Background: an optimization exercise with open tools, aiming at small area, a short achievable clock period and few clock cycles. Do not read the settings as production practice.
The RTL was checked by simulation tests, not by an equivalence proof against the original design.

[flow/run.sh]
#!/bin/bash
# synth_recipe.tcl (not shown) runs the flow's synth.tcl, then flattens the netlist and writes it again
# the make line also repeats each setting of config.mk as NAME=value (left out here)
make -C /OpenROAD-flow-scripts/flow DESIGN_CONFIG=/design/flow/config.mk WORK_HOME=/design/flow/orfs CLKGATE_MAP_FILE= SYNTH_SCRIPT=/design/flow/synth_recipe.tcl finish
[flow/config.mk]
export PLATFORM = sky130hd
export DESIGN_NAME = billiard_motion_advance
export DESIGN_NICKNAME = billiard_motion_advance
export VERILOG_FILES = /design/flow/design.v
export SDC_FILE = /design/flow/constraint.sdc
export NUM_CORES = 4
export LEC_CHECK = 0
export CAP_MARGIN = 20
export CORE_MARGIN = 2
export CORE_UTILIZATION = 40
export SLEW_MARGIN = 20
[flow/design.v]
package bma_pkg;
    localparam int MaxLegs = 64;
    localparam int FracBits = 16;
    localparam int LegW = $clog2(MaxLegs + 1);
    localparam int TimeW = 48;
    localparam int WW = 50;           
    localparam logic [2:0] REG_AREA_W = 3'd0;
    localparam logic [2:0] REG_AREA_H = 3'd1;
    localparam logic [2:0] REG_START_X = 3'd2;
    localparam logic [2:0] REG_START_Y = 3'd3;
    localparam logic [2:0] REG_VEL_X = 3'd4;
    localparam logic [2:0] REG_VEL_Y = 3'd5;
    typedef enum logic [2:0] {
        ST_IDLE, ST_LEG, ST_SEARCH, ST_PROBE, ST_FIN, ST_UPDATE, ST_LONG
    } state_t;
endpackage
module bma_divider (
    input  logic        aclk,
    input  logic        load,        
    input  logic        step,        
    input  logic        fin_cfg,     
    input  logic        fin_wr,      
    input  logic        fin,         
    input  logic        acc,         
    input  logic        long_init,   
    input  logic [2:0]  m,
    input  logic [4:0]  nidx,        
    input  logic [1:0]  nsel,        
    input  logic [31:0] pos,
    input  logic [31:0] lim,
    input  logic        vs,          
    input  logic [31:0] vm,
    input  logic        ve,
    output logic        vzero,
    output logic        ahead,       
    output logic        act,         
    output logic        ok,
    output logic [31:0] new_pos,
    output logic        at_wall
);
    localparam int WW = bma_pkg::WW;
    logic [WW-1:0] w_reg;
    logic          f_reg, nf_reg;    
    logic          act_reg;
    logic          cy_reg;           
    logic [32:0]   ext;
    logic          nb_reg;
    logic [32:0]   dsum;
    logic [31:0]   dm1;
    logic          vpos;
    logic [WW-1:0] bop, x;
    logic          cin;
    logic [31:0]   uhi;
    logic          ge;
    logic [32:0]   nsum;
    logic [31:0]   ninc;
    assign vzero = (vm == '0) && !ve;
    assign vpos = !vs && !vzero;
    assign dsum = {1'b0, vs ? pos : lim} + {1'b0, vs ? 32'hFFFF_FFFF : ~pos};
    assign dm1 = dsum[31:0];
    assign ahead = !vzero && dsum[32];
    assign ext = {dm1, 1'b1} >> m;
    always_comb begin
        if (!fin_cfg) begin
            bop = {{(WW-32){nf_reg}}, vm[31:16] ^ {16{nf_reg}}, vm[15:0] ^ {16{!f_reg}}};
            cin = ve ^ !f_reg;
        end else if (nf_reg) begin
            bop = {{(WW-33){1'b1}}, ~vm, !ve};
            cin = !ve;
        end else begin
            bop = '0;
            cin = 1'b0;
        end
        x = {w_reg[WW-2:0], nb_reg & !fin_cfg} + bop + {{(WW-1){1'b0}}, cin};
    end
    assign ok = !x[WW-1];
    always_ff @(posedge aclk) begin
        if (load) begin
            w_reg <= {{(WW-32){1'b0}}, ext[32:1]};
            f_reg <= 1'b0;
            nf_reg <= 1'b1;
            act_reg <= ahead;
            cy_reg <= dsum[32];
            nb_reg <= ext[0];
        end else if (long_init) begin
            w_reg <= '0;
            nb_reg <= dm1[31];
        end else begin
            if (step || fin) w_reg <= x;
            else if (fin_wr) w_reg <= {x[WW-17:0], 16'd0};
            if (step) begin
                f_reg <= !acc;
                nf_reg <= acc;
                nb_reg <= (nsel == 2'd0) ? dm1[nidx] : (nsel == 2'd1);
            end
        end
    end
    assign uhi = w_reg[48:17];
    assign ge = !w_reg[WW-1];
    assign nsum = {1'b0, lim} + {1'b0, ~uhi};
    assign ninc = uhi + 32'd1;
    assign act = act_reg;
    always_comb begin
        if (act_reg) begin
            if (ge) new_pos = vpos ? nsum[31:0] : (nsum[32] ? ninc : lim);
            else new_pos = vpos ? lim : '0;
        end else begin
            if (vs) new_pos = '0;
            else if (vpos) new_pos = lim;
            else new_pos = cy_reg ? pos : lim;
        end
    end
    assign at_wall = !vzero && (!act_reg || !ge || (vs && (lim == '0)));
endmodule
module billiard_motion_advance (
    input  logic        aclk,
    input  logic        aresetn,
    input  logic        s_tvalid,
    output logic        s_tready,
    input  logic [47:0] s_tdata,    
    input  logic        s_tuser,    
    output logic        m_tvalid,
    input  logic        m_tready,
    output logic [119:0] m_tdata,   
    output logic        m_tuser,    
    input  logic        cfg_valid,
    output logic        cfg_ready,
    input  logic [2:0]  cfg_index,
    input  logic [31:0] cfg_data
);
    bma_pkg::state_t state_reg;
    logic [31:0] aw_reg, ah_reg, sx_reg, sy_reg, svx_reg, svy_reg;
    logic [31:0] cx_reg, cy_reg;
    logic        vxs_reg, vys_reg, vxe_reg, vye_reg;
    logic [31:0] vxm_reg, vym_reg;
    logic [47:0] lt_reg, tgt_reg;
    logic        op_reg;
    logic [bma_pkg::LegW-1:0] legs_reg;
    logic [6:0]  refl_reg;
    logic        capped_reg;
    logic        out_valid_reg;
    logic [5:0]  cnt_reg;
    logic [31:0] hi_reg;       
    logic        lo_ones_reg;
    logic        t_free_reg;
    logic        noprobe_reg;  
    logic        is_idle, is_leg, is_upd, take_req;
    logic [48:0] tsum;
    logic [47:0] rem1;
    logic        done_leg, short_mode;
    logic [2:0]  m;
    logic        load, setup, long_init, step, probe, fin;
    logic        upd_sel_reg;  
    logic        x_ahead, y_ahead, x_act, y_act, x_ok, y_ok, x_wall, y_wall, x_zero, y_zero;
    logic        tbit, acc, pass, t_free_next;
    logic [4:0]  nidx;
    logic [1:0]  nsel;
    logic [31:0] nx, ny;
    logic        at_end;
    assign is_idle = (state_reg == bma_pkg::ST_IDLE);
    assign is_leg = (state_reg == bma_pkg::ST_LEG);
    assign is_upd = (state_reg == bma_pkg::ST_UPDATE);
    assign at_end = !t_free_reg;
    assign s_tready = is_idle || (!out_valid_reg && ((is_upd && at_end) || (is_leg && op_reg)));
    assign take_req = s_tvalid && s_tready;
    assign cfg_ready = 1'b1;
    assign m_tvalid = out_valid_reg;
    assign m_tdata = {1'b0, refl_reg, lt_reg, cy_reg, cx_reg};
    assign m_tuser = capped_reg;
    assign tsum = {1'b0, upd_sel_reg ? lt_reg : tgt_reg} +
                  {1'b0, upd_sel_reg ? {16'd0, hi_reg} : ~lt_reg} +
                  {48'd0, upd_sel_reg && lo_ones_reg};
    assign rem1 = tsum[47:0];
    assign done_leg = !tsum[48];
    assign short_mode = (rem1[47:5] == '0);
    always_comb begin
        if (rem1[4]) m = 3'd5;
        else if (rem1[3]) m = 3'd4;
        else if (rem1[2]) m = 3'd3;
        else if (rem1[1]) m = 3'd2;
        else if (rem1[0]) m = 3'd1;
        else m = 3'd0;
    end
    assign load = is_leg && !op_reg && !done_leg &&
                  (noprobe_reg || (legs_reg != bma_pkg::LegW'(bma_pkg::MaxLegs)));
    assign setup = is_leg;
    assign long_init = (state_reg == bma_pkg::ST_LONG);
    assign step = (state_reg == bma_pkg::ST_SEARCH);
    assign probe = (state_reg == bma_pkg::ST_PROBE);
    assign fin = (state_reg == bma_pkg::ST_FIN);
    assign nidx = 5'(cnt_reg - 6'd17);
    assign nsel = (cnt_reg == '0) ? 2'd2 : ((cnt_reg >= 6'd17) ? 2'd0 : 2'd1);
    assign tbit = (cnt_reg >= 6'd16) ? hi_reg[31] : 1'b1;
    assign acc = (t_free_reg || tbit) && (!x_act || x_ok) && (!y_act || y_ok);
    assign pass = (!x_act || x_ok) && (!y_act || y_ok);
    assign t_free_next = t_free_reg || (tbit && !acc);
    bma_divider u_x (
        .aclk(aclk), .load(setup), .step(step), .fin_cfg(probe || fin), .fin_wr(probe || fin), .fin(fin),
        .acc(acc), .long_init(long_init), .m(m), .nidx(nidx), .nsel(nsel),
        .pos(cx_reg), .lim(aw_reg), .vs(vxs_reg), .vm(vxm_reg), .ve(vxe_reg),
        .vzero(x_zero), .ahead(x_ahead), .act(x_act), .ok(x_ok), .new_pos(nx), .at_wall(x_wall)
    );
    bma_divider u_y (
        .aclk(aclk), .load(setup), .step(step), .fin_cfg(probe || fin), .fin_wr(probe || fin), .fin(fin),
        .acc(acc), .long_init(long_init), .m(m), .nidx(nidx), .nsel(nsel),
        .pos(cy_reg), .lim(ah_reg), .vs(vys_reg), .vm(vym_reg), .ve(vye_reg),
        .vzero(y_zero), .ahead(y_ahead), .act(y_act), .ok(y_ok), .new_pos(ny), .at_wall(y_wall)
    );
    always_ff @(posedge aclk) begin
        if (setup) begin
            cnt_reg <= 6'(6'd15 + {3'd0, m});
            hi_reg <= {rem1[4:0], 27'd0} << (3'd5 - m);
            lo_ones_reg <= 1'b1;
            t_free_reg <= 1'b0;
        end else if (long_init) begin
            cnt_reg <= 6'd47;
            hi_reg <= rem1[31:0];
            t_free_reg <= rem1[47:32] != '0;
        end else if (step) begin
            if (cnt_reg != '0) cnt_reg <= cnt_reg - 6'd1;
            if (cnt_reg >= 6'd16) hi_reg <= {hi_reg[30:0], acc};
            else lo_ones_reg <= lo_ones_reg && acc;
            t_free_reg <= t_free_next;
        end
    end
    always_ff @(posedge aclk) begin
        if (!aresetn) upd_sel_reg <= 1'b0;
        else upd_sel_reg <= (load && !x_ahead && !y_ahead) || (probe && pass) || fin ||
                            (is_upd && out_valid_reg);
    end
    always_ff @(posedge aclk) begin
        if (!aresetn) begin
            state_reg <= bma_pkg::ST_IDLE;
            aw_reg <= 32'd6553600;
            ah_reg <= 32'd6553600;
            sx_reg <= '0;
            sy_reg <= '0;
            svx_reg <= 32'd65536;
            svy_reg <= 32'd65536;
            cx_reg <= '0;
            cy_reg <= '0;
            vxs_reg <= 1'b0;
            vys_reg <= 1'b0;
            vxm_reg <= 32'd65536;
            vym_reg <= 32'd65536;
            vxe_reg <= 1'b0;
            vye_reg <= 1'b0;
            lt_reg <= '0;
            out_valid_reg <= 1'b0;
            noprobe_reg <= 1'b0;
            legs_reg <= '0;
            refl_reg <= '0;
            capped_reg <= 1'b0;
        end else begin
            if (cfg_valid) begin
                unique case (cfg_index)
                    bma_pkg::REG_AREA_W: aw_reg <= cfg_data;
                    bma_pkg::REG_AREA_H: ah_reg <= cfg_data;
                    bma_pkg::REG_START_X: sx_reg <= cfg_data;
                    bma_pkg::REG_START_Y: sy_reg <= cfg_data;
                    bma_pkg::REG_VEL_X: svx_reg <= cfg_data;
                    bma_pkg::REG_VEL_Y: svy_reg <= cfg_data;
                    default: ;
                endcase
            end
            if (out_valid_reg && m_tready) begin
                out_valid_reg <= 1'b0;
                refl_reg <= '0;
                capped_reg <= 1'b0;
            end
            if (take_req) begin
                tgt_reg <= s_tdata;
                op_reg <= s_tuser;
                legs_reg <= '0;
            end
            unique case (state_reg)
                bma_pkg::ST_IDLE:
                    if (s_tvalid) state_reg <= bma_pkg::ST_LEG;
                bma_pkg::ST_LEG:
                    if (load) begin
                        if (!noprobe_reg) legs_reg <= legs_reg + 1'b1;
                        if (!x_ahead && !y_ahead) state_reg <= bma_pkg::ST_UPDATE;
                        else if (!short_mode) state_reg <= bma_pkg::ST_LONG;
                        else if ((m == '0) && !noprobe_reg)
                            state_reg <= bma_pkg::ST_PROBE;
                        else state_reg <= bma_pkg::ST_SEARCH;
                    end else if (!out_valid_reg) begin
                        out_valid_reg <= 1'b1;
                        if (op_reg) begin
                            cx_reg <= sx_reg;
                            cy_reg <= sy_reg;
                            vxs_reg <= svx_reg[31];
                            vxm_reg <= svx_reg ^ {32{svx_reg[31]}};
                            vxe_reg <= svx_reg[31];
                            vys_reg <= svy_reg[31];
                            vym_reg <= svy_reg ^ {32{svy_reg[31]}};
                            vye_reg <= svy_reg[31];
                            lt_reg <= '0;
                            state_reg <= s_tvalid ? bma_pkg::ST_LEG : bma_pkg::ST_IDLE;
                        end else begin
                            if (!done_leg) capped_reg <= 1'b1;
                            state_reg <= bma_pkg::ST_IDLE;
                        end
                    end
                bma_pkg::ST_SEARCH:
                    if (cnt_reg == '0) state_reg <= bma_pkg::ST_FIN;
                    else if (cnt_reg == 6'd16 && !t_free_next && !noprobe_reg)
                        state_reg <= bma_pkg::ST_PROBE;
                bma_pkg::ST_PROBE:
                    if (pass) state_reg <= bma_pkg::ST_UPDATE;
                    else begin
                        noprobe_reg <= 1'b1;
                        state_reg <= bma_pkg::ST_LEG;
                    end
                bma_pkg::ST_FIN: state_reg <= bma_pkg::ST_UPDATE;
                bma_pkg::ST_LONG: state_reg <= bma_pkg::ST_SEARCH;
                bma_pkg::ST_UPDATE:
                    if (!out_valid_reg) begin
                        noprobe_reg <= 1'b0;
                        cx_reg <= nx;
                        cy_reg <= ny;
                        if (at_end) begin
                            lt_reg <= tgt_reg;
                            out_valid_reg <= 1'b1;
                            state_reg <= s_tvalid ? bma_pkg::ST_LEG : bma_pkg::ST_IDLE;
                        end else begin
                            lt_reg <= tsum[47:0];
                            if (x_wall) begin
                                vxs_reg <= !vxs_reg && !x_zero;
                                if (vxs_reg && vxe_reg && (vxm_reg == 32'h7FFF_FFFF))
                                    vxe_reg <= 1'b0;
                            end else begin
                                vys_reg <= !vys_reg && !y_zero;
                                if (vys_reg && vye_reg && (vym_reg == 32'h7FFF_FFFF))
                                    vye_reg <= 1'b0;
                            end
                            if (refl_reg != 7'h7F) refl_reg <= refl_reg + 1'b1;
                            state_reg <= bma_pkg::ST_LEG;
                        end
                    end
                default: state_reg <= bma_pkg::ST_IDLE;
            endcase
        end
    end
endmodule
[flow/constraint.sdc]
create_clock -name core_clock -period 13.0 [get_ports {aclk}]
set_input_delay 2.6000 -clock core_clock [delete_from_list [all_inputs] [get_ports {aclk}]]
set_output_delay 2.6000 -clock core_clock [all_outputs]
set_load 0.01 [all_outputs]
==> summary.txt, run 1 <==
Synth
  • Syn Area/Cell: 7.70 um^2
  • #FFs+latches synth: 588
  • Synth top area cells: dfxtp_1 18%, edfxtp_1 10%, ha_1 8.3%, nand2_1 7.8%, a21oi_1 6.1%
  • Mapped Area: 47,200 um^2
  • Synth cell types: 100
  • Synthesized instance count: 6,128
  • Register area share after synthesis: 28.3%
  • Net Count, Synth: 6,540
  • Ys flop type: dfxtp_1
  • Dominant cell type by area after synthesis: dfxtp_1
  • Fraction of registers with async set/reset: 0%
  • Area share of the largest cell type after synthesis: 18.3%
  • Post-synth EDFFs: 157
  • Warnings from Yosys: 2

CTS
  • CTS tree: yes
  • Root buffer cell: clkbuf_16
  • Post-CTS Setup Bufs: 0
  • H-tree depth: 3
  • Worst-path clk slew: 0.06 ns
  • CTS Buffer Depth: 3
  • # resized after CTS: 0
  • Clk sink count: 588
  • Post-CTS Hold Buffers: 0
  • Clk Latency, worst-skew pair: 0.71 ns
  • Number of CTS-inserted buffers: 74

Global routing
  • Largest net degree at the start of global routing: 158
  • Vias in the first global route: 45,100
  • GRT met1 Usage: 42.5%
  • Gr usage total: 33.3%
  • M2 GR Usage: 51.5%
  • Total gr overflow: 0
  • Global route hottest layer: met2
  • Grt met3 use: 6.43%
  • First-pass GRT wire length: 302,000 um
  • Initial antenna violation count: 11

Setup path
  • Reg2reg end: t_free_reg
  • FF-to-FF setup slack: 5.10 ns
  • Crit path DAT: 8.47 ns
  • CP required: 13.57 ns
  • CP max FO: 63
  • Crit Path Class: flop to flop
  • R2R Path Start: state_reg[1]
  • Worst Setup Start Kind: flop
  • R2r worst-path depth: 25
  • Worst Setup EP: t_free_reg
  • CP Capture Type: flop
  • Critical path origin: state_reg[1]

Die
  • Chip width: 347 um
  • Starting Density: 40.5%
  • Ports: 213
  • Core ar.: 117,000 um^2
  • DIE HEIGHT: 347 um
  • Die Area: 121,000 um^2
  • Rows: 125

Routing
  • DR pass1 iterations: 7
  • Vias: 48,200
  • Vias per inst: 6.22
  • DR DRC count: 0
  • Final ANT Viol Nets: 0
  • Starting DRT DRC Count: 5,314
  • Routed wire length: 208,000 um
  • WL per Instance: 26.9 um

STA
  • Final Hold Fails: 0
  • Finish-stage setup viols: 0
  • Max Freq: 127 MHz
  • Worst slew margin: 19.3%
  • Crit share post-route: 60.8%
  • Final min period: 7.90 ns
  • Final TNS setup: 0 ns
  • Tightest Pin Transition: 1.21 ns
  • Unrepaired setup endpoints after global routing: no
  • Max-slew violation count: 0
  • Clock skew: 0.0400 ns

Run status
  • Status: complete, no violations

Final layout
  • Share of cells above drive strength 1: 7.52%
  • Layout Area Growth over Synthesis: 13.3%
  • # nets final: 6,575

Worst hold path
  • Worst hold path class: flop to flop
  • Hold Startpoint: sy_reg[24]

Place
  • Number of port buffers: 210
  • GP Congestion: 1.02
  • Detailed placement HPWL: 154,000 um

Run
  • Max_cap viols: 0
[layout by cell type (no fill, tap or decap), drive strengths merged, types with 30 or more instances in the layout]
cell type	count
nor4	57
nand2	982
a22oi	65
or3	30
a31oi	49
o211ai	81
o21bai	40
a221oi	64
nand2b	70
a211oi	135
buf	112
a21o	150
and2	31
nand3b	37
xor2	132
nor2b	34
nor3	125
nand3	111
o21a	39
and3	49
ha	313
o221ai	37
edfxtp	157
dfxtp	431
clkbuf	106
xnor2	257
o21ai	439
mux2i	55
mux2	145
a21oi	575
nand4	67
clkdlybuf4s50	207
inv	195
nor2	492
[cells by family after synthesis]
kind of cell / share of synthesized area, %
simple gates: 20.4
compound gates: 26.1
flops: 28.3
buf+inv: 4.40
xor+xnor: 7.22
fa+ha+maj: 8.73
mux: 4.82
other cells: 0.0159
[worst max-delay path: stages, from the launching register on]
cell and delay (ns):
dfxtp_2 0.31, buf_4 0.47, inv_1 0.08, buf_4 0.21, nor2_1 0.52, buf_4 0.27
nand2_1 0.44, o21ai_4 0.18, buf_4 0.46, buf_4 0.53, nand2_1 0.09, o21ai_0 0.12
o21ai_0 0.18, fa_1 0.49, nor2b_1 0.18, o2111a_1 0.23, o41ai_1 0.13, nand4b_1 0.24
nand4b_1 0.23, a2111oi_0 0.73, o21ai_1 0.35, nor2_1 0.24, mux2_2 0.42, o22ai_1 0.25
a21oi_1 0.12, o221a_2 0.26
[synth_stat cells, drive strengths merged, types with 39 or more instances]
master / instances
nand2: 982
a21oi: 575
nor2: 492
o21ai: 439
dfxtp: 431
clkbuf: 329
ha: 313
xnor2: 257
inv: 185
edfxtp: 157
a21o: 150
mux2: 145
a211oi: 135
xor2: 132
nor3: 125
nand3: 111
o211ai: 81
nand2b: 70
nand4: 67
a22oi: 65
a221oi: 64
nor4: 57
mux2i: 55
a31oi: 49
and3: 49
o21bai: 40
o21a: 39
[final cells by class]
cell class | instances | area [um^2]
antenna | 7 | 17.5
clock buffer | 105 | 2190
clock inverter | 32 | 368
fill | 11700 | 63100
inverter | 186 | 706
multi-input combinational | 4993 | 31900
sequential | 588 | 13400
tap | 1524 | 1910
timing repair buffer | 320 | 2940
[per-layer routing]
| layer | wire (um) | vias to the layer above |
|---|---|---|
| met3 | 17400 | 542 |
| met4 | 15200 | 10 |
| met2 | 90600 | 2256 |
| li1 | - | 22400 |
| met1 | 85100 | 23000 |
| met5 | 60 | - |
[worst min path at each step]
| stage | to | cells after the start |
|---|---|---|
| after floorplan | sx_reg[18] | 2 |
| after global placement | sy_reg[29] | 2 |
| after detailed placement | sy_reg[19] | 2 |
| after CTS | sy_reg[24] | 2 |
| after global routing | sx_reg[22] | 2 |
| final | sy_reg[24] | 2 |
[metrics by stage]
stage	instances	instance area, um^2	hold WS [ns]	utilization, %	setup slack [ns]
global route	7753	53400	0.466	45.8	4.88
detailed placement	7610	50800	0.444	43.6	5.47
global placement	7610	50800	0.437	43.6	5.54
CTS	7747	53400	0.453	45.8	5.43
floorplan	6128	47200	0.432	-	7.21
finish	7755	53400	0.455	45.8	5.10
Testbench counts, summed over its fixed seeds: cycles 98,686.
==> run 2: changes to the inputs <==
--- a/flow/design.v
+++ b/flow/design.v
@@ -151,6 +151,8 @@
     logic [2:0]  m;
     logic        load, setup, long_init, step, probe, fin;
     logic        upd_sel_reg;  
+    logic        fcfg_reg;     
+    bma_pkg::state_t st_nxt;
     logic        x_ahead, y_ahead, x_act, y_act, x_ok, y_ok, x_wall, y_wall, x_zero, y_zero;
     logic        tbit, acc, pass, t_free_next;
     logic [4:0]  nidx;
@@ -195,13 +197,13 @@
     assign pass = (!x_act || x_ok) && (!y_act || y_ok);
     assign t_free_next = t_free_reg || (tbit && !acc);
     bma_divider u_x (
-        .aclk(aclk), .load(setup), .step(step), .fin_cfg(probe || fin), .fin_wr(probe || fin), .fin(fin),
+        .aclk(aclk), .load(setup), .step(step), .fin_cfg(fcfg_reg), .fin_wr(probe || fin), .fin(fin),
         .acc(acc), .long_init(long_init), .m(m), .nidx(nidx), .nsel(nsel),
         .pos(cx_reg), .lim(aw_reg), .vs(vxs_reg), .vm(vxm_reg), .ve(vxe_reg),
         .vzero(x_zero), .ahead(x_ahead), .act(x_act), .ok(x_ok), .new_pos(nx), .at_wall(x_wall)
     );
     bma_divider u_y (
-        .aclk(aclk), .load(setup), .step(step), .fin_cfg(probe || fin), .fin_wr(probe || fin), .fin(fin),
+        .aclk(aclk), .load(setup), .step(step), .fin_cfg(fcfg_reg), .fin_wr(probe || fin), .fin(fin),
         .acc(acc), .long_init(long_init), .m(m), .nidx(nidx), .nsel(nsel),
         .pos(cy_reg), .lim(ah_reg), .vs(vys_reg), .vm(vym_reg), .ve(vye_reg),
         .vzero(y_zero), .ahead(y_ahead), .act(y_act), .ok(y_ok), .new_pos(ny), .at_wall(y_wall)
@@ -223,10 +225,43 @@
             t_free_reg <= t_free_next;
         end
     end
+    always_comb begin
+        st_nxt = state_reg;
+        unique case (state_reg)
+            bma_pkg::ST_IDLE:
+                if (s_tvalid) st_nxt = bma_pkg::ST_LEG;
+            bma_pkg::ST_LEG:
+                if (load) begin
+                    if (!x_ahead && !y_ahead) st_nxt = bma_pkg::ST_UPDATE;
+                    else if (!short_mode) st_nxt = bma_pkg::ST_LONG;
+                    else if ((m == '0) && !noprobe_reg) st_nxt = bma_pkg::ST_PROBE;
+                    else st_nxt = bma_pkg::ST_SEARCH;
+                end else if (!out_valid_reg) begin
+                    st_nxt = (op_reg && s_tvalid) ? bma_pkg::ST_LEG : bma_pkg::ST_IDLE;
+                end
+            bma_pkg::ST_SEARCH:
+                if (cnt_reg == '0) st_nxt = bma_pkg::ST_FIN;
+                else if (cnt_reg == 6'd16 && !t_free_next && !noprobe_reg)
+                    st_nxt = bma_pkg::ST_PROBE;
+            bma_pkg::ST_PROBE: st_nxt = pass ? bma_pkg::ST_UPDATE : bma_pkg::ST_LEG;
+            bma_pkg::ST_FIN: st_nxt = bma_pkg::ST_UPDATE;
+            bma_pkg::ST_LONG: st_nxt = bma_pkg::ST_SEARCH;
+            bma_pkg::ST_UPDATE:
+                if (!out_valid_reg) begin
+                    if (at_end) st_nxt = s_tvalid ? bma_pkg::ST_LEG : bma_pkg::ST_IDLE;
+                    else st_nxt = bma_pkg::ST_LEG;
+                end
+            default: st_nxt = bma_pkg::ST_IDLE;
+        endcase
+    end
     always_ff @(posedge aclk) begin
-        if (!aresetn) upd_sel_reg <= 1'b0;
-        else upd_sel_reg <= (load && !x_ahead && !y_ahead) || (probe && pass) || fin ||
-                            (is_upd && out_valid_reg);
+        if (!aresetn) begin
+            upd_sel_reg <= 1'b0;
+            fcfg_reg <= 1'b0;
+        end else begin
+            upd_sel_reg <= (st_nxt == bma_pkg::ST_UPDATE);
+            fcfg_reg <= (st_nxt == bma_pkg::ST_PROBE) || (st_nxt == bma_pkg::ST_FIN);
+        end
     end
     always_ff @(posedge aclk) begin
         if (!aresetn) begin
@@ -268,22 +303,16 @@
                 refl_reg <= '0;
                 capped_reg <= 1'b0;
             end
+            state_reg <= st_nxt;
             if (take_req) begin
                 tgt_reg <= s_tdata;
                 op_reg <= s_tuser;
                 legs_reg <= '0;
             end
             unique case (state_reg)
-                bma_pkg::ST_IDLE:
-                    if (s_tvalid) state_reg <= bma_pkg::ST_LEG;
                 bma_pkg::ST_LEG:
                     if (load) begin
                         if (!noprobe_reg) legs_reg <= legs_reg + 1'b1;
-                        if (!x_ahead && !y_ahead) state_reg <= bma_pkg::ST_UPDATE;
-                        else if (!short_mode) state_reg <= bma_pkg::ST_LONG;
-                        else if ((m == '0) && !noprobe_reg)
-                            state_reg <= bma_pkg::ST_PROBE;
-                        else state_reg <= bma_pkg::ST_SEARCH;
                     end else if (!out_valid_reg) begin
                         out_valid_reg <= 1'b1;
                         if (op_reg) begin
@@ -296,24 +325,12 @@
                             vym_reg <= svy_reg ^ {32{svy_reg[31]}};
                             vye_reg <= svy_reg[31];
                             lt_reg <= '0;
-                            state_reg <= s_tvalid ? bma_pkg::ST_LEG : bma_pkg::ST_IDLE;
                         end else begin
                             if (!done_leg) capped_reg <= 1'b1;
-                            state_reg <= bma_pkg::ST_IDLE;
                         end
                     end
-                bma_pkg::ST_SEARCH:
-                    if (cnt_reg == '0) state_reg <= bma_pkg::ST_FIN;
-                    else if (cnt_reg == 6'd16 && !t_free_next && !noprobe_reg)
-                        state_reg <= bma_pkg::ST_PROBE;
                 bma_pkg::ST_PROBE:
-                    if (pass) state_reg <= bma_pkg::ST_UPDATE;
-                    else begin
-                        noprobe_reg <= 1'b1;
-                        state_reg <= bma_pkg::ST_LEG;
-                    end
-                bma_pkg::ST_FIN: state_reg <= bma_pkg::ST_UPDATE;
-                bma_pkg::ST_LONG: state_reg <= bma_pkg::ST_SEARCH;
+                    if (!pass) noprobe_reg <= 1'b1;
                 bma_pkg::ST_UPDATE:
                     if (!out_valid_reg) begin
                         noprobe_reg <= 1'b0;
@@ -322,7 +339,6 @@
                         if (at_end) begin
                             lt_reg <= tgt_reg;
                             out_valid_reg <= 1'b1;
-                            state_reg <= s_tvalid ? bma_pkg::ST_LEG : bma_pkg::ST_IDLE;
                         end else begin
                             lt_reg <= tsum[47:0];
                             if (x_wall) begin
@@ -335,10 +351,9 @@
                                     vye_reg <= 1'b0;
                             end
                             if (refl_reg != 7'h7F) refl_reg <= refl_reg + 1'b1;
-                            state_reg <= bma_pkg::ST_LEG;
                         end
                     end
-                default: state_reg <= bma_pkg::ST_IDLE;
+                default: ;
             endcase
         end
     end
==> flow/flow/run.sh (new file) <==
#!/bin/bash
set -euo pipefail
bash standard.sh SETUP_SLACK_MARGIN=8.5 finish > standard_flow.log 2>&1
==> flow/standard.sh (new file) <==
#!/bin/bash
# synth_recipe.tcl (not shown) runs the flow's synth.tcl, then flattens the netlist and writes it again
# the make line also repeats each setting of config.mk as NAME=value (left out here)
make -C /OpenROAD-flow-scripts/flow DESIGN_CONFIG=/design/flow/config.mk WORK_HOME=/design/flow/orfs CLKGATE_MAP_FILE= SYNTH_SCRIPT=/design/flow/synth_recipe.tcl "${@:-finish}"
removed: flow/run.sh
==> summary.txt, run 2 <==
Run status
  • Status: complete, no violations

STA
  • Worst slew margin: 22.1%
  • Crit share post-route: 34.6%
  • Finish-stage setup viols: 0
  • Unrepaired setup endpoints after global routing: yes
  • Worst Setup Slack, final: 8.50 ns
  • Clock skew: 0.0606 ns
  • Tightest Pin Transition: 1.16 ns
  • Final Hold Fails: 0
  • Max Freq: 222 MHz
  • Final min period: 4.50 ns
  • Final TNS setup: 0 ns
  • Max-slew violation count: 0

Setup path
  • R2r worst-path depth: 17
  • CP Capture Type: flop
  • CP required: 13.61 ns
  • Reg2reg end: upd_sel_reg
  • Crit Path Class: flop to flop
  • CP max FO: 40
  • R2R Path Start: fcfg_reg
  • Critical path origin: fcfg_reg
  • Worst Setup EP: upd_sel_reg
  • Worst Setup Start Kind: flop
  • Crit path DAT: 5.11 ns
  • FF-to-FF setup slack: 8.50 ns

Routing
  • Starting DRT DRC Count: 5,670
  • WL per Instance: 25.8 um
  • Vias: 48,400
  • DR DRC count: 0
  • Final ANT Viol Nets: 0
  • Vias per inst: 6.21
  • DR pass1 iterations: 8
  • Routed wire length: 201,000 um

Die
  • DIE HEIGHT: 348 um
  • Starting Density: 40.2%
  • Die Area: 121,000 um^2
  • Core ar.: 118,000 um^2
  • Rows: 126
  • Chip width: 348 um
  • Ports: 213

Global routing
  • Vias in the first global route: 44,900
  • Gr usage total: 31.5%
  • Total gr overflow: 0
  • Initial antenna violation count: 6
  • Largest net degree at the start of global routing: 152
  • First-pass GRT wire length: 291,000 um

Synth
  • Top post-synthesis cells by count: 858 x nand2_1, 628 x a21oi_1, 510 x nor2_1, 432 x dfxtp_1, 374 x o21ai_0
  • Synth cell types: 113
  • Register area share after synthesis: 28.2%
  • Ys flop type: dfxtp_1
  • Dominant cell type by area after synthesis: dfxtp_1
  • Synth top area cells: dfxtp_1 18%, edfxtp_1 10%, ha_1 8.3%, nand2_1 6.8%, a21oi_1 6.6%
  • Simple-gate share of the synthesized area: 20.3%
  • Syn Area/Cell: 7.79 um^2
  • Top-count cell post-synth: nand2_1
  • XOR/XNOR Fraction of Synth Area: 7.34%
  • Main combinational cell family by area after synthesis: compound AO/OA/AOI/OAI gates
  • Fraction of synthesized area in multiplexers: 5.95%
  • Area share of the largest cell type after synthesis: 18.3%
  • #FFs+latches synth: 589
  • Mapped Area: 47,400 um^2
  • Net Count, Synth: 6,491
  • Post-Synth Adder-Cell Area: 8.69%
  • Post-synth EDFFs: 157
  • Synthesized instance count: 6,079
  • Fraction of registers with async set/reset: 0%
  • Warnings from Yosys: 2
  • Compound-cell area share of the yosys netlist: 24.8%

CTS
  • Root buffer cell: clkbuf_16
  • H-tree depth: 3
  • Clk Latency, worst-skew pair: 0.70 ns
  • CTS tree: yes
  • Post-CTS Hold Buffers: 0
  • Worst-path clk slew: 0.06 ns
  • Clk sink count: 589
  • CTS Buffer Depth: 3
  • Number of CTS-inserted buffers: 74

Run
  • Max_cap viols: 0

Final layout
  • Non-Filler Instances: 7,793
  • Share of cells above drive strength 1: 11.2%
  • Commonest non-fill, non-tap cell in the layout: nand2_1
  • Core Util, Final: 47.4%
  • Layout Area Growth over Synthesis: 17.8%
  • # nets final: 6,607
  • Commonest non-fill, non-tap cells in the layout: 852 x nand2_1, 603 x a21oi_1, 496 x nor2_1

Worst hold path
  • Worst hold path class: flop to flop

Place
  • GP Congestion: 1.01
  • Number of port buffers: 210
  • Pre-CTS WS: 7.12 ns
  • Detailed placement HPWL: 145,000 um
  • Placed Cells: 7,553
-- run 2: cell types whose count changed after synthesis, sizes merged, moves of 20 or more --
cell	previous run	this run
a211oi	135	105
a21oi	575	630
a22oi	65	34
buf	32	53
clkbuf	329	295
inv	185	219
mux2	145	125
mux2i	55	134
nand2	982	858
nor2b	34	54
o211ai	81	55
o21ai	439	386
-- run 2: worst min-delay path by stage --
stage                 from     endpoint  slack, ns  cells past startpoint
2_1_floorplan  lo_ones_reg  lo_ones_reg       0.42                      2
3_3_place_gp    sx_reg[29]   sx_reg[29]       0.44                      2
3_5_place_dp    sx_reg[29]   sx_reg[29]       0.44                      2
4_1_cts         sy_reg[19]   sy_reg[19]       0.45                      2
5_1_grt          sy_reg[3]    sy_reg[3]       0.47                      2
6_report        sy_reg[19]   sy_reg[19]       0.45                      2
-- run 2: metrics by stage --
step | instance area (um^2) | hold WS (ns)
finish | 55800 | 0.451
global placement | 50700 | 0.437
global route | 55800 | 0.472
floorplan | 47400 | 0.422
detailed placement | 50800 | 0.444
CTS | 54500 | 0.451
-- run 2: logic make-up after synthesis --
kind of cell	after synthesis
DFF	589
buffers and inverters	569
xor gates and xnor gates	397
other	2
muxes	262
and+or+nand+nor	2103
AOI/OAI and AO/OA	1834
adders and majority gates	323
-- run 2: critical path, stage by stage (launching register included) --
cell and delay (ns):
dfxtp_4 0.40, buf_4 0.28, bufbuf_16 0.42, o21ai_0 0.14, ha_1 0.39, o211ai_1 0.14, nand4_1 0.12, o311a_1 0.19
o2111ai_2 0.22, a2111oi_2 0.46, nand3b_1 0.19, a21oi_1 0.11, xnor2_2 0.15, buf_4 0.19, a22o_2 0.34, a211o_1 0.30
a31oi_1 0.18, nor2b_1 0.17
-- run 2: area by class of cell --
cell class                      count  area (um^2)
Clock inverter                     33          437
Inverter                          220          846
Antenna cell                        3         7.51
Clock buffer                      102         2070
Tap cell                         1536         1920
Sequential cell                   589        13400
Multi-Input combinational cell   4921        33000
Timing Repair Buffer              389         4070
Fill cell                       11600        62000
-- run 2: per-layer routing --
layer / GRT usage [%] / up-vias / routed length [um]
li1: - / 22400 / -
met1: 40.6 / 23200 / 81700
met2: 49.7 / 2345 / 89000
met3: 5.82 / 509 / 17600
met4: 17.1 / 6 / 12700
met5: 0 / - / 37
-- run 2: repair_timing --
item	CTS	global route
endpoints found under the hold margin	0	0
setup buffers	40	47
pin swaps	27	67
gates cloned	7	8
gates resized for setup	130	170
endpoints found under the setup margin	259	160
Testbench counts of run 2, summed over its fixed seeds: cycles 98,686.
==> run 3: changes to the inputs <==
--- a/flow/config.mk
+++ b/flow/config.mk
@@ -7,5 +7,6 @@
 export LEC_CHECK = 0
 export CAP_MARGIN = 20
 export CORE_MARGIN = 2
-export CORE_UTILIZATION = 40
+export CORE_UTILIZATION = 55
+export PLACE_DENSITY = 0.7
 export SLEW_MARGIN = 20
==> summary.txt, run 3 <==
CTS
  • Root buffer cell: clkbuf_16
  • CTS tree: yes
  • Post-CTS Hold Buffers: 0
  • CTS Buffer Depth: 3
  • Worst-path clk slew: 0.06 ns
  • Number of CTS-inserted buffers: 70
  • Clk Latency, worst-skew pair: 0.65 ns
  • H-tree depth: 3
  • Clk sink count: 589

Worst hold path
  • Hold Startpoint: lo_ones_reg
  • Worst hold path class: flop to flop
  • Hold depth: 2

Global routing
  • Initial antenna violation count: 6
  • Gr usage total: 41.6%
  • Largest net degree at the start of global routing: 186
  • Vias in the first global route: 44,200
  • Total gr overflow: 0
  • First-pass GRT wire length: 283,000 um

Synth
  • #FFs+latches synth: 589
  • Compound-cell area share of the yosys netlist: 24.8%
  • Dominant cell type by area after synthesis: dfxtp_1
  • Fraction of registers with async set/reset: 0%
  • Syn Area/Cell: 7.79 um^2
  • Post-Synth Adder-Cell Area: 8.69%
  • Register area share after synthesis: 28.2%
  • XOR/XNOR Fraction of Synth Area: 7.34%
  • Area share of the largest cell type after synthesis: 18.3%
  • Synthesized instance count: 6,079
  • Net Count, Synth: 6,491
  • Mapped Area: 47,400 um^2
  • Ys flop type: dfxtp_1
  • Main combinational cell family by area after synthesis: compound AO/OA/AOI/OAI gates
  • Top post-synthesis cells by count: 858 x nand2_1, 628 x a21oi_1, 510 x nor2_1, 432 x dfxtp_1, 374 x o21ai_0
  • Synth cell types: 113
  • Post-synth EDFFs: 157
  • Warnings from Yosys: 2
  • Top-count cell post-synth: nand2_1
  • Synth top area cells: dfxtp_1 18%, edfxtp_1 10%, ha_1 8.3%, nand2_1 6.8%, a21oi_1 6.6%
  • Simple-gate share of the synthesized area: 20.3%
  • Fraction of synthesized area in multiplexers: 5.95%

STA
  • Clock skew: 0.0211 ns
  • Crit share post-route: 35.3%
  • Unrepaired setup endpoints after global routing: yes
  • Final min period: 4.59 ns
  • Finish-stage setup viols: 0
  • Tightest Pin Transition: 1.29 ns
  • Max-slew violation count: 0
  • Max Freq: 218 MHz
  • Final TNS setup: 0 ns
  • Final Hold Fails: 0
  • Worst slew margin: 13.5%

Die
  • Starting Density: 55.5%
  • Ports: 213
  • Die Area: 88,500 um^2
  • Core ar.: 85,300 um^2
  • DIE HEIGHT: 297 um
  • Chip width: 297 um
  • Rows: 107

Final layout
  • Commonest non-fill, non-tap cell in the layout: nand2_1
  • FF+latch area: 13,400 um^2
  • Commonest non-fill, non-tap cells in the layout: 852 x nand2_1, 593 x a21oi_1, 494 x nor2_1
  • Layout Area Growth over Synthesis: 15.9%
  • Fill count: 7,558
  • Share of cells above drive strength 1: 10.9%
  • # nets final: 6,593
  • Multi-input logic area: 32,900 um^2
  • Non-Filler Instances: 7,392

Place
  • Placed Cells: 7,160
  • Number of port buffers: 210
  • GP Congestion: 1.09
  • Detailed placement HPWL: 138,000 um

Setup path
  • CP Capture Type: flop
  • R2R Path Start: upd_sel_reg
  • Crit path DAT: 5.16 ns
  • Reg2reg end: fcfg_reg
  • Worst Setup Start Kind: primary input
  • CP required: 13.57 ns
  • R2r worst-path depth: 20
  • Worst Setup EP: sx_reg[5]
  • Critical path origin: cfg_valid
  • CP max FO: 32
  • Crit Path Class: primary input to flop
  • FF-to-FF setup slack: 8.49 ns

Routing
  • Met3 wire len: 21,600 um
  • Starting DRT DRC Count: 5,550
  • Final ANT Viol Nets: 0
  • DR DRC count: 0
  • DR pass1 iterations: 8
  • Routed wire length: 194,000 um
  • M1 WL: 74,000 um
  • Max Used Layer: met5
  • Met2 routed WL: 82,200 um
  • Vias per inst: 6.62
  • WL per Instance: 26.2 um
  • Vias: 48,900

Run
  • Max_cap viols: 0

Run status
  • Status: complete, no violations
-- run 3: cell count changes in the layout (fill, tap and decap cells not counted), moves of 9 or more --
cell	previous run	this run
xnor2_1	262	253
a21oi_1	603	593
clkbuf_1	17	8
diode_2	3	13
a21oi_2	22	32
-- run 3: critical path, cell delays in order --
cell and delay, ns:
clkdlybuf4s50_1 0.69, nor2b_1 0.48, nand2_1 0.19, nor2_4 0.83
nand2_1 0.18, a21oi_1 0.16
-- run 3: how the worst min path moves through the flow --
stage / end / slack (ns)
floorplan: lo_ones_reg / 0.42
global placement: lo_ones_reg / 0.43
detailed placement: lo_ones_reg / 0.44
CTS: sx_reg[23] / 0.45
global route: sy_reg[15] / 0.47
finish: lo_ones_reg / 0.45
-- run 3: kinds of logic after synthesis --
kind of cell	Yosys count
AO/OA/AOI/OAI	1834
XOR/XNOR	397
adder cells (fa/ha/maj)	323
buffers and inverters	569
flip-flops	589
multiplexers	262
other	2
AND/OR/NAND/NOR	2103
-- run 3: layout make-up --
type	count	share of cell area, %
timing repair buffer	379	7.05
inverter	220	1.54
antenna	13	0.0593
multi-input combinational	4921	60.0
clock inverter	31	0.588
tap	1144	2.61
sequential	589	24.4
clock buffer	95	3.79
-- run 3: metal layers --
| metal | up-vias | track usage, % |
|---|---|---|
| met5 | - | 0 |
| met4 | 2 | 29.4 |
| met3 | 645 | 9.41 |
| met2 | 2833 | 62.6 |
| met1 | 23100 | 52.6 |
| li1 | 22300 | - |
-- run 3: timing repair --
action,CTS,global route
setup endpoints to repair,188,146
gates resized for setup,126,156
setup buffers,30,52
pin swaps,15,61
cloned,6,4
-- run 3: per-stage QoR --
stage	setup slack (ns)	instance area [um^2]	util [%]	hold slack (ns)
final	8.41	54900	64.4	0.450
after global routing	8.34	54900	64.3	0.467
after CTS	8.43	53700	63.0	0.451
after detailed placement	7.46	50300	58.9	0.443
after global placement	7.61	50200	58.9	0.434
after floorplan	8.50	47400	-	0.422
==> run 4: changes to the inputs <==
==> flow/flow/run.sh (replaced) <==
#!/bin/bash
set -euo pipefail
bash standard.sh SETUP_SLACK_MARGIN=9.3 finish > standard_flow.log 2>&1
--- a/flow/config.mk
+++ b/flow/config.mk
@@ -7,6 +7,5 @@
 export LEC_CHECK = 0
 export CAP_MARGIN = 20
 export CORE_MARGIN = 2
-export CORE_UTILIZATION = 55
-export PLACE_DENSITY = 0.7
+export CORE_UTILIZATION = 40
 export SLEW_MARGIN = 20
==> summary.txt, run 4 <==
Run status
  • Status: complete, no violations

Synth
  • Synthesized instance count: 6,079
  • Ys flop type: dfxtp_1
  • Register area share after synthesis: 28.2%
  • Syn Area/Cell: 7.79 um^2
  • Post-synth EDFFs: 157
  • Synth cell types: 113
  • Top-count cell post-synth: nand2_1
  • Top post-synthesis cells by count: 858 x nand2_1, 628 x a21oi_1, 510 x nor2_1, 432 x dfxtp_1, 374 x o21ai_0
  • Fraction of registers with async set/reset: 0%
  • Warnings from Yosys: 2
  • Net Count, Synth: 6,491
  • Synth top area cells: dfxtp_1 18%, edfxtp_1 10%, ha_1 8.3%, nand2_1 6.8%, a21oi_1 6.6%
  • #FFs+latches synth: 589
  • Dominant cell type by area after synthesis: dfxtp_1
  • Area share of the largest cell type after synthesis: 18.3%
  • Mapped Area: 47,400 um^2

Setup path
  • Crit path DAT: 4.77 ns
  • Reg2reg end: u_x.w_reg[2]
  • R2R Path Start: upd_sel_reg
  • Critical path origin: upd_sel_reg
  • Worst Setup Start Kind: flop
  • CP required: 13.38 ns
  • Crit Path Class: flop to flop
  • R2r worst-path depth: 24
  • Worst Setup EP: u_x.w_reg[2]
  • FF-to-FF setup slack: 8.61 ns
  • CP max FO: 8
  • CP Capture Type: flop

STA
  • Final TNS setup: 0 ns
  • Final Hold Fails: 0
  • Worst slew margin: 23.4%
  • Final min period: 4.39 ns
  • Finish-stage setup viols: 0
  • Tightest Pin Transition: 1.15 ns
  • Crit share post-route: 33.8%
  • Max-slew violation count: 0
  • Worst Setup Slack, final: 8.61 ns
  • Min Hold Slack: 0.454 ns
  • Clock skew: 0.0553 ns
  • Max Freq: 228 MHz
  • Unrepaired setup endpoints after global routing: yes

Routing
  • Final ANT Viol Nets: 0
  • Vias: 52,500
  • Starting DRT DRC Count: 6,362
  • WL per Instance: 26.7 um
  • DR pass1 iterations: 9
  • Routed wire length: 222,000 um
  • DR DRC count: 0
  • Vias per inst: 6.32

CTS
  • Post-CTS Hold Buffers: 0
  • H-tree depth: 3
  • CTS Buffer Depth: 3
  • CTS tree: yes
  • Clk sink count: 589
  • Number of CTS-inserted buffers: 73
  • Worst-path clk slew: 0.06 ns
  • Clk Latency, worst-skew pair: 0.68 ns
  • Root buffer cell: clkbuf_16

Die
  • Core ar.: 118,000 um^2
  • DIE HEIGHT: 348 um
  • Rows: 126
  • Ports: 213
  • Die Area: 121,000 um^2
  • Chip width: 348 um
  • Starting Density: 40.2%

Worst hold path
  • Worst hold path class: flop to flop
  • Hold Startpoint: sy_reg[0]

Global routing
  • Largest net degree at the start of global routing: 84
  • Initial antenna violation count: 5
  • Vias in the first global route: 48,900
  • Gr usage total: 34.4%
  • Total gr overflow: 0
  • First-pass GRT wire length: 317,000 um

Final layout
  • Layout Area Growth over Synthesis: 39.6%
  • # nets final: 7,118
  • Commonest non-fill, non-tap cells in the layout: 816 x nand2_1, 508 x a21oi_1, 463 x buf_4
  • Share of cells above drive strength 1: 29.6%
  • Final instance area: 66,100 um^2
  • Commonest non-fill, non-tap cell in the layout: nand2_1

Run
  • Max_cap viols: 0

Place
  • Number of port buffers: 210
  • Detailed placement HPWL: 145,000 um
  • GP Congestion: 1.01
  • Pre-CTS WS: 7.35 ns
  • Placed cell areas: 51,200 um^2
## run 4: kinds of logic after synthesis
kind of cell    count (synthesis)  share of synthesized area [%]
buf+inv                       569                           4.72
other cells                     2                         0.0159
fa+ha+maj                     323                           8.69
compound gates               1834                           24.8
xor+xnor                      397                           7.34
simple gates                 2103                           20.3
flops                         589                           28.2
mux                           262                           5.95
## run 4: layer usage
metal | up-vias | global-route usage (%) | part of all wire [%]
met1 | 25100 | 42.8 | 38
met3 | 895 | 7.21 | 10
met2 | 3049 | 53.6 | 44
met5 | - | 0 | 0.012
met4 | 4 | 22.8 | 8.4
li1 | 23400 | - | -
## run 4: how the worst min path moves through the flow
| stage | to | slack, ns | depth (start not counted) |
|---|---|---|---|
| after floorplan | lo_ones_reg | 0.42 | 2 |
| after global placement | sx_reg[11] | 0.44 | 2 |
| after detailed placement | sx_reg[29] | 0.45 | 2 |
| after CTS | sy_reg[16] | 0.46 | 2 |
| after global routing | sx_reg[9] | 0.47 | 2 |
| final | sy_reg[0] | 0.45 | 2 |
## run 4: repair_timing
action / CTS / global route
pin swaps: 304 / 289
setup buffers: 428 / 140
endpoints found under the setup margin: 560 / 566
resized for setup: 1708 / 490
cloned: 41 / 5
## run 4: worst max-delay path, cell delays in order (launching register included)
cell      delay, ns
dfxtp_4        0.40
buf_12         0.13
buf_16         0.14
mux2i_4        0.24
fa_2           0.25
inv_2          0.04
fa_2           0.36
buf_4          0.15
buf_6          0.10
buf_6          0.10
buf_6          0.11
a21o_1         0.19
a21oi_4        0.20
xor2_2         0.20
buf_4          0.17
o21ai_4        0.08
buf_4          0.15
buf_6          0.11
buf_8          0.14
buf_16         0.15
buf_4          0.15
mux2i_4        0.21
nand2_1        0.09
nand3_1        0.11
o221ai_2       0.10
## run 4: per-stage QoR
stage,std cells,util (%)
2_1_floorplan,6079,-
3_3_place_gp,7552,43.4
3_5_place_dp,7553,43.4
4_1_cts,8156,53.2
5_1_grt,8302,56.1
6_report,8303,56.1
## run 4: area by class of cell
| cell class | instances | area [um^2] |
|---|---|---|
| Timing Repair inverter | 5 | 66.3 |
| Clock inverter | 28 | 384 |
| Clock buffer | 106 | 2200 |
| Timing Repair Buffer | 889 | 9230 |
| Antenna cell | 2 | 5.00 |
| Multi-Input combinational cell | 4928 | 37600 |
| Tap cell | 1536 | 1920 |
| Inverter | 220 | 920 |
| Fill cell | 10300 | 51700 |
| Sequential cell | 589 | 13800 |
==> run 5: changes to the inputs <==
==> flow/flow/run.sh (replaced) <==
#!/bin/bash
set -euo pipefail
bash standard.sh SETUP_SLACK_MARGIN=8.7 finish > standard_flow.log 2>&1
==> summary.txt, run 5 <==
Place
  • Placed cell areas: 50,800 um^2
  • Number of port buffers: 210
  • GP Congestion: 0.996
  • Detailed placement HPWL: 147,000 um

CTS
  • CTS tree: yes
  • Clk Latency, worst-skew pair: 0.68 ns
  • Root buffer cell: clkbuf_16
  • CTS Buffer Depth: 3
  • Post-CTS Hold Buffers: 0
  • Clk sink count: 589
  • Number of CTS-inserted buffers: 74
  • H-tree depth: 3
  • Worst-path clk slew: 0.06 ns

Worst hold path
  • Worst hold path class: flop to flop

Synth
  • Warnings from Yosys: 2
  • Top post-synthesis cells by count: 858 x nand2_1, 628 x a21oi_1, 510 x nor2_1, 432 x dfxtp_1, 374 x o21ai_0
  • Synthesized instance count: 6,079
  • Ys flop type: dfxtp_1
  • Post-synth EDFFs: 157
  • Area share of the largest cell type after synthesis: 18.3%
  • Synth top area cells: dfxtp_1 18%, edfxtp_1 10%, ha_1 8.3%, nand2_1 6.8%, a21oi_1 6.6%
  • Fraction of registers with async set/reset: 0%
  • Dominant cell type by area after synthesis: dfxtp_1
  • Synth cell types: 113
  • #FFs+latches synth: 589
  • Syn Area/Cell: 7.79 um^2
  • Register area share after synthesis: 28.2%
  • Top-count cell post-synth: nand2_1
  • Net Count, Synth: 6,491
  • Mapped Area: 47,400 um^2

STA
  • Final min period: 4.43 ns
  • Finish-stage setup viols: 0
  • Crit share post-route: 34.1%
  • Final TNS setup: 0 ns
  • Final Hold Fails: 0
  • Worst slew margin: 18.5%
  • Tightest Pin Transition: 1.22 ns
  • Max-slew violation count: 0
  • Max Freq: 226 MHz
  • Clock skew: 0.0351 ns
  • Unrepaired setup endpoints after global routing: yes

Global routing
  • Gr usage total: 32.9%
  • Initial antenna violation count: 8
  • First-pass GRT wire length: 302,000 um
  • Largest net degree at the start of global routing: 109
  • Vias in the first global route: 45,300
  • Total gr overflow: 0

Final layout
  • # nets final: 6,663
  • Fill count: 11,300
  • Layout Area Growth over Synthesis: 21.4%
  • Commonest non-fill, non-tap cell in the layout: nand2_1
  • Core Util, Final: 48.8%
  • Commonest non-fill, non-tap cells in the layout: 849 x nand2_1, 577 x a21oi_1, 491 x nor2_1
  • Final instance area: 57,500 um^2
  • Share of cells above drive strength 1: 14.9%

Setup path
  • Reg2reg end: u_x.w_reg[48]
  • Worst Setup EP: s_tready
  • Worst Setup Start Kind: flop
  • FF-to-FF setup slack: 8.63 ns
  • CP max FO: 2
  • R2R Path Start: u_x.f_reg
  • Critical path origin: op_reg
  • CP Capture Type: primary output
  • R2r worst-path depth: 19
  • CP required: 10.40 ns
  • Crit path DAT: 1.83 ns
  • Crit Path Class: flop to primary output

Routing
  • WL per Instance: 26.7 um
  • Routed wire length: 210,000 um
  • Vias: 49,100
  • Final ANT Viol Nets: 0
  • DR pass1 iterations: 6
  • Starting DRT DRC Count: 5,756
  • Vias per inst: 6.26
  • DR DRC count: 0

Die
  • Die Area: 121,000 um^2
  • Starting Density: 40.2%
  • Rows: 126
  • Core ar.: 118,000 um^2
  • Chip width: 348 um
  • Ports: 213
  • DIE HEIGHT: 348 um

Run
  • Max_cap viols: 0

Run status
  • Status: complete, no violations
## run 5: cell counts after synthesis
Identical to the previous run, type by type.
## run 5: worst min path at each step
stage,startpoint,slack [ns],cells after the start,to
4_1_cts,sy_reg[19],0.45,2,sy_reg[19]
3_5_place_dp,sy_reg[19],0.44,2,sy_reg[19]
5_1_grt,svy_reg[31],0.47,2,svy_reg[31]
6_report,sy_reg[4],0.45,2,sy_reg[4]
2_1_floorplan,lo_ones_reg,0.42,2,lo_ones_reg
3_3_place_gp,sy_reg[11],0.44,2,sy_reg[11]
## run 5: layer usage
| layer | GRT usage (%) | routed length, um |
|---|---|---|
| met5 | 0.160 | 44 |
| met4 | 20.4 | 15500 |
| met3 | 5.62 | 18900 |
| met2 | 51.2 | 91700 |
| met1 | 42.4 | 83800 |
## run 5: cell families after synthesis
kind of cell | count (synthesis) | share of synthesized area (%)
AOI/OAI and AO/OA | 1834 | 24.8
xor gates and xnor gates | 397 | 7.34
adders and majority gates | 323 | 8.69
buffers and inverters | 569 | 4.72
DFF | 589 | 28.2
muxes | 262 | 5.95
other | 2 | 0.0159
and+or+nand+nor | 2103 | 20.3
## run 5: layout make-up
cell class | count | area (um^2) | share of cell area [%]
Antenna cell | 2 | 5.00 | 0.00871
Clock buffer | 109 | 2310 | 4.03
Clock inverter | 28 | 359 | 0.625
Inverter | 220 | 837 | 1.46
Multi-Input combinational cell | 4921 | 33800 | 58.9
Sequential cell | 589 | 13500 | 23.5
Tap cell | 1536 | 1920 | 3.34
Timing Repair Buffer | 445 | 4690 | 8.16
## run 5: worst max-delay path, cell delays in order (launching register included)
cell and delay, ns:
edfxtp_1 0.47, inv_2 0.06, o22ai_2 0.16, a21oi_2 0.09
nor2_4 0.24, buf_6 0.15
## run 5: repair_timing
action                     in CTS  in global routing
buffers inserted               70                 68
pin swaps                      55                114
resized for setup             291                268
setup endpoints to repair     347                317
cloned                         15                  7
## run 5: stage by stage
stage	hold WS [ns]	setup WS, ns	std cells
finish	0.455	8.57	7850
global placement	0.440	7.14	7550
detailed placement	0.444	7.09	7551
CTS	0.451	8.55	7773
floorplan	0.422	8.70	6079
global route	0.467	8.43	7848
==> run 6: changes to the inputs <==
==> flow/run.sh (new file) <==
#!/bin/bash
# synth_recipe.tcl (not shown) runs the flow's synth.tcl, then flattens the netlist and writes it again
# the make line also repeats each setting of config.mk as NAME=value (left out here)
make -C /OpenROAD-flow-scripts/flow DESIGN_CONFIG=/design/flow/config.mk WORK_HOME=/design/flow/orfs CLKGATE_MAP_FILE= SYNTH_SCRIPT=/design/flow/synth_recipe.tcl finish
--- a/flow/config.mk
+++ b/flow/config.mk
@@ -8,4 +8,5 @@
 export CAP_MARGIN = 20
 export CORE_MARGIN = 2
 export CORE_UTILIZATION = 40
+export SETUP_SLACK_MARGIN = 5
 export SLEW_MARGIN = 20
removed: flow/flow/run.sh
removed: flow/standard.sh
==> summary.txt, run 6 <==
Run status
  • Status: complete, no violations

Setup path
  • R2r worst-path depth: 14
  • Crit Path Class: flop to flop
  • FF-to-FF setup slack: 6.74 ns
  • Reg2reg end: u_x.nb_reg
  • CP required: 13.37 ns
  • Crit path cell chain: buf_4, a21oi_1, fa_1, inv_1, fa_1, o21a_1, o21ai_4, buf_4, clkinv_2, or3_1, a31oi_1, nand2_1, nor3_1, a32oi_1
  • CP max FO: 79
  • Worst Setup Start Kind: flop
  • Crit path max-delay family: buffers and inverters
  • CP Capture Type: flop
  • Crit path DAT: 6.63 ns
  • R2R Path Start: upd_sel_reg
  • CP peak stage delay: 0.92 ns
  • CP Buf/Inv Count: 4
  • Slowest CP cell: clkinv_2

Die
  • Die Area: 121,000 um^2
  • DIE HEIGHT: 348 um
  • Ports: 213
  • Chip width: 348 um
  • Rows: 126
  • Core ar.: 118,000 um^2
  • Starting Density: 40.2%

STA
  • Finish-stage setup viols: 0
  • Final TNS setup: 0 ns
  • Final Hold Fails: 0
  • Max-slew violation count: 0
  • Worst slew margin: 18.3%
  • Final min period: 6.26 ns
  • Worst Setup Slack, final: 6.74 ns
  • Clock skew: 0.0414 ns
  • Max Freq: 160 MHz
  • Min Hold Slack: 0.452 ns
  • Crit share post-route: 48.1%
  • Unrepaired setup endpoints after global routing: no
  • Tightest Pin Transition: 1.22 ns

Routing
  • Routed wire length: 194,000 um
  • DR pass1 iterations: 6
  • Starting DRT DRC Count: 5,035
  • WL per Instance: 25.2 um
  • DR DRC count: 0
  • Final ANT Viol Nets: 0
  • Vias: 47,400
  • Vias per inst: 6.16

Final layout
  • Diodes inserted: 0
  • # nets final: 6,506
  • Share of cells above drive strength 1: 6.95%
  • Commonest non-fill, non-tap cells in the layout: 857 x nand2_1, 623 x a21oi_1, 502 x nor2_1
  • Commonest non-fill, non-tap cell in the layout: nand2_1
  • Core Util, Final: 45.3%
  • Layout Area Growth over Synthesis: 12.6%

Worst hold path
  • Worst hold path class: flop to flop
  • Hold EP: lo_ones_reg
  • Hold Startpoint: lo_ones_reg
  • Hold depth: 2

Global routing
  • First-pass GRT wire length: 286,000 um
  • Initial antenna violation count: 6
  • Vias in the first global route: 43,900
  • Total gr overflow: 0
  • Gr usage total: 30.8%
  • Largest net degree at the start of global routing: 111

CTS
  • CTS tree: yes
  • Clk sink count: 589
  • Root buffer cell: clkbuf_16
  • Post-CTS Hold Buffers: 0
  • CTS Buffer Depth: 3
  • Number of CTS-inserted buffers: 76
  • Clk Latency, worst-skew pair: 0.68 ns
  • # resized after CTS: 0
  • Worst-path clk slew: 0.05 ns
  • Post-CTS Setup Bufs: 0
  • H-tree depth: 3

Synth
  • Synth top area cells: dfxtp_1 18%, edfxtp_1 10%, ha_1 8.3%, nand2_1 6.8%, a21oi_1 6.6%
  • Syn Area/Cell: 7.79 um^2
  • Register area share after synthesis: 28.2%
  • #FFs+latches synth: 589
  • Mapped Area: 47,400 um^2
  • Top post-synthesis cells by count: 858 x nand2_1, 628 x a21oi_1, 510 x nor2_1, 432 x dfxtp_1, 374 x o21ai_0
  • Net Count, Synth: 6,491
  • Post-synth EDFFs: 157
  • Top-count cell post-synth: nand2_1
  • Dominant cell type by area after synthesis: dfxtp_1
  • Ys flop type: dfxtp_1
  • Area share of the largest cell type after synthesis: 18.3%
  • Synth cell types: 113
  • Warnings from Yosys: 2
  • Fraction of registers with async set/reset: 0%
  • Synthesized instance count: 6,079

Place
  • Detailed placement HPWL: 145,000 um
  • Pre-CTS WS: 7.10 ns
  • GP Congestion: 0.995
  • Number of port buffers: 210

Run
  • Max_cap viols: 0
-- run 6: final cells by class --
type                       count  area [um^2]
clock buffer                 114         2330
clock inverter                26          264
fill                       11700        64400
inverter                     220          835
multi-input combinational   4921        31900
sequential                   589        13400
tap                         1536         1920
timing repair buffer         286         2690
-- run 6: tightest hold or removal path, cell delays in order (launching register included) --
cell,delay [ns]
dfxtp_1,0.31
nand2_1,0.06
nand2_1,0.04
-- run 6: per-stage QoR --
step / std cells / cell area, um^2
floorplan: 6079 / 47400
global placement: 7550 / 50700
detailed placement: 7551 / 50700
CTS: 7691 / 53300
global route: 7692 / 53300
finish: 7692 / 53300
-- run 6: worst max path at each step --
stage,from,end,slack [ns],cells past startpoint
after floorplan,aresetn,op_reg,7.12,5
after global placement,u_x.nf_reg,u_x.w_reg[44],7.16,19
after detailed placement,u_x.nf_reg,u_x.w_reg[48],7.10,19
after CTS,u_x.nf_reg,u_x.w_reg[44],7.04,19
after global routing,upd_sel_reg,u_x.nb_reg,6.29,14
final,upd_sel_reg,u_x.nb_reg,6.74,14
-- run 6: per-layer routing --
| metal | up-vias | wire [um] | track usage, % |
|---|---|---|---|
| met4 | 10 | 10900 | 15.4 |
| li1 | 22100 | - | - |
| met2 | 2107 | 86500 | 49.1 |
| met1 | 22700 | 80700 | 39.9 |
| met3 | 443 | 15700 | 5.69 |
| met5 | - | 57 | 0 |
-- run 6: cell families (layout without fill, tap and decap cells) --
logic type               after synthesis  in the layout  synth area share [%]
AO/OA/AOI/OAI                       1834           1834                  24.8
AND/OR/NAND/NOR                     2103           2103                  20.3
XOR/XNOR                             397            397                  7.34
other                                  2              2                0.0159
adder cells (fa/ha/maj)              323            323                  8.69
flip-flops                           589            589                  28.2
buffers and inverters                569            646                  4.72
multiplexers                         262            262                  5.95

[re-timing with driven ports]
Ports are ideal in the flow. The routed layouts listed here were re-timed in OpenROAD.
Step 1 (the two cells are an assumption about what drives the block):
set clk [get_ports {aclk}]
set_driving_cell -lib_cell sky130_fd_sc_hd__clkbuf_16 $clk
set_driving_cell -lib_cell sky130_fd_sc_hd__buf_2 [delete_from_list [all_inputs] $clk]
Step 2 adds t to the input delays and takes it off the output delays; t is the mean of the earliest and latest rising clock arrival at the registers after step 1. Input paths then give back, and output paths get back, about the clock's delay inside the block.
a / b / c = no drivers / after step 1 / after step 2; a / b = the first two.
| run | t, ns | setup slack, ns | hold slack, ns | slew at the worst register clock pin (ns) | pins driven straight from the clock port |
|---|---|---|---|---|---|
| run 1 | 0.767 | 5.098 / 5.098 / 5.098 | 0.455 / 0.455 / 0.455 | 0.07 / 0.07 | 1 |
| run 2 | 0.738 | 8.501 / 8.477 / 7.894 | 0.451 / 0.451 / 0.451 | 0.07 / 0.07 | 1 |
| run 3 | 0.714 | 8.408 / 8.423 / 7.724 | 0.450 / 0.450 / 0.450 | 0.07 / 0.07 | 1 |
| run 4 | 0.729 | 8.608 / 8.555 / 8.387 | 0.454 / 0.454 / 0.454 | 0.07 / 0.07 | 1 |
| run 5 | 0.744 | 8.567 / 8.488 / 8.066 | 0.455 / 0.455 / 0.455 | 0.07 / 0.07 | 1 |
| run 6 | 0.734 | 6.744 / 6.744 / 6.744 | 0.452 / 0.452 / 0.452 | 0.07 / 0.07 | 1 |
After both steps every run listed still meets setup and hold. The setup slack of run 3, which loses most, moves by +0.015 ns with the drivers and by -0.684 ns with both steps.
